Context: an optimization exercise on an open-source flow, tuned for small area, a short achievable clock period and few clock cycles. The choices shown serve that exercise and are no tape-out recipe. Only simulation tests tie the RTL to the original design; equivalence was not proved. Power is estimated from default activity; no workload was simulated.

## raven
// ucode_core
module ucode_core (
    input  logic                          clk,
    input  logic                          rst,
    input  logic                          in_valid,
    output logic                          in_ready,
    input  logic [ucode_pkg::INSTR_W-1:0] in_instr,
    output logic                          wb_valid,
    input  logic                          wb_ready,
    output logic [ucode_pkg::REG_AW-1:0]  wb_reg,
    output logic [ucode_pkg::DATA_W-1:0]  wb_data
);
Size: roughly 2,200 cells after synthesis, ~690 flip-flops, ~74 I/O pins, about 31,000 sq um of cells after synthesis.
Settings: LEC_CHECK=0, CAP_MARGIN=20, CORE_MARGIN=2, CORE_UTILIZATION=50, CTS_CLUSTER_DIAMETER=60, CTS_CLUSTER_SIZE=22, SLEW_MARGIN=20; clock period 8.5 ns.
standard.sh (not shown) runs the stock make flow with config.mk's settings and CLKGATE_MAP_FILE= SYNTH_SCRIPT=/design/flow/synth_recipe.tcl, a recipe that flattens the netlist after the stock synthesis.
==> flow/flow/run.sh <==
#!/bin/bash
# Standard ORFS layout; repair_timing aims for extra setup slack
set -euo pipefail
bash standard.sh finish SETUP_SLACK_MARGIN=5.4 > standard.log 2>&1
Testbench counts of raven, summed over its fixed seeds: cycles 8,520.
What juniper does differently from raven at the input level:
- CTS_CLUSTER_SIZE no longer set, was 22
- CORE_UTILIZATION now 55, was 50
- CTS_CLUSTER_DIAMETER no longer set, was 60
- SETUP_SLACK_MARGIN now 5, previously not set
==> flow/run.sh (new file) <==
#!/bin/bash
# synth_recipe.tcl (not shown) runs the flow's synth.tcl, then flattens the netlist and writes it again
# the make line also repeats each setting of config.mk as NAME=value (left out here)
make -C /OpenROAD-flow-scripts/flow DESIGN_CONFIG=/design/flow/config.mk WORK_HOME=/design/flow/orfs CLKGATE_MAP_FILE= SYNTH_SCRIPT=/design/flow/synth_recipe.tcl finish
removed: flow/flow/run.sh
removed: flow/standard.sh
### Flow results
| clock slew seen by the registers of the worst setup and hold paths | juniper vs raven | 0.02 ns lower |. juniper ends up with lower register-to-register slack than raven does. Worst slack on hold paths in juniper is 0.0090 ns below raven. Post-synthesis to final-layout area growth: juniper and raven compared, higher one is raven. Comparing critical path depth for juniper and raven, the bigger number came from raven. On data arrival time of the critical path, the higher figure sits with juniper, not raven. juniper has proportion of cell area occupied by multi-input gates below what raven had. Start point of the critical path: wb_ready -> juniper, e_sub -> raven.
Input changes introduced in indigo (baseline for comparison: juniper):
- CTS_CLUSTER_DIAMETER newly set to 60
- SETUP_SLACK_MARGIN removed (was 5)
- CTS_CLUSTER_SIZE newly set to 22
==> flow/flow/run.sh (new file) <==
#!/bin/bash
# Standard ORFS layout; repair_timing aims for extra setup slack
set -euo pipefail
bash standard.sh finish SETUP_SLACK_MARGIN=5.5 > standard.log 2>&1
==> flow/standard.sh (new file) <==
#!/bin/bash
# synth_recipe.tcl (not shown) runs the flow's synth.tcl, then flattens the netlist and writes it again
# the make line also repeats each setting of config.mk as NAME=value (left out here)
make -C /OpenROAD-flow-scripts/flow DESIGN_CONFIG=/design/flow/config.mk WORK_HOME=/design/flow/orfs CLKGATE_MAP_FILE= SYNTH_SCRIPT=/design/flow/synth_recipe.tcl "${@:-finish}"
removed: flow/run.sh
[summary]
- Overall power of the completed layout (indigo / juniper): 0.916
- Area fraction in and, or, nand and nor cells after synthesis came out exactly the same in indigo and juniper.
- The final reports for indigo and juniper show clock network fraction of total power lower in the former.
- Clock latency at the later pin of the worst-skew pair essentially unchanged between juniper and indigo.
- NOTE wire length of the first global-routing pass juniper->indigo increased by a few percent
- indigo: final net count higher than juniper
- indigo against juniper; quantity of gates resized following cts is up by more than 100%.
- Per the comparison of indigo with juniper, fraction of area in clock buffers and inverters fell 2.1 points, final cell count without fillers higher, overall die area closely matched the old numbers.
> inputs changed (indigo -> ember)
- CTS_CLUSTER_DIAMETER no longer set, was 60
- CTS_CLUSTER_SIZE no longer set, was 22
==> flow/flow/run.sh <==
#!/bin/bash
# Standard ORFS layout; repair_timing aims for extra setup slack
set -euo pipefail
bash standard.sh finish SETUP_SLACK_MARGIN=5.6 > standard.log 2>&1
## What came out
In the flow results for indigo and ember, the power dissipated by switching net loads is smaller on indigo. Higher power share of the clock group among indigo and ember: ember. Maximum frequency (higher): indigo. | setup slack of the most critical reg-to-reg path | ember vs indigo | 0.06 ns lower |. Lower post-CTS setup-driven buffer insertion count among indigo and ember: indigo. Diff indigo -> ember: number of H-tree levels rose 1, setup slack fell 0.060 ns, post-layout total power rose about 11%, non-clock buffer count rose 16. Total track usage: ember < indigo.
Input-level comparison between amber and ember:
- CTS_BUF_LIST: unset -> sky130_fd_sc_hd__clkbuf_8
- CTS_CLUSTER_DIAMETER: unset -> 60
- CTS_CLUSTER_SIZE: unset -> 16
==> flow/flow/run.sh <==
#!/bin/bash
# Standard ORFS layout; repair_timing aims for extra setup slack
set -euo pipefail
bash standard.sh finish SETUP_SLACK_MARGIN=5.4 > standard.log 2>&1
Findings:
Number of clock sinks came out exactly the same in amber and ember. The maximum ir drop on the vdd rail in amber was lower than what ember gave. Final cell area: amber below ember. From amber to ember, async set-or-reset flop fraction in the synthesized netlist did not move at all. Cmp amber vs ember: maximum fanout along the worst path lower in amber. amber -> ember: core area delta 0, exact match.

[afterwards: timing with drivers on the ports]
How much do the figures lean on ideal ports? The routed layouts below were timed once more, with nothing changed but the port constraints.
Step 1: set_driving_cell puts a clkbuf_16 on clk and a buf_2 on each other input, an assumption about the parent block.
Step 2 times the ports against the registers' clock, not the clock port: input delays grow and output delays shrink by t, the midpoint of the rising clock arrivals with the driver on.
Slacks: ideal / step 1 / step 2; pairs: ideal / step 1.
| run | t (ns) | setup WS [ns] | worst hold slack (ns) |
|---|---|---|---|
| raven | 0.689 | 5.287 / 5.287 / 4.725 | 0.423 / 0.423 / 0.423 |
| juniper | 0.678 | 5.002 / 5.010 / 4.364 | 0.414 / 0.414 / 0.414 |
| indigo | 0.678 | 5.385 / 5.385 / 4.782 | 0.431 / 0.431 / 0.431 |
| ember | 0.669 | 5.325 / 5.325 / 5.037 | 0.417 / 0.417 / 0.417 |
| amber | 0.769 | 5.364 / 5.307 / 4.664 | 0.427 / 0.427 / 0.427 |
After both steps every run listed still meets setup and hold. The setup slack of amber, which loses most, moves by -0.057 ns with the drivers and by -0.700 ns with both steps.
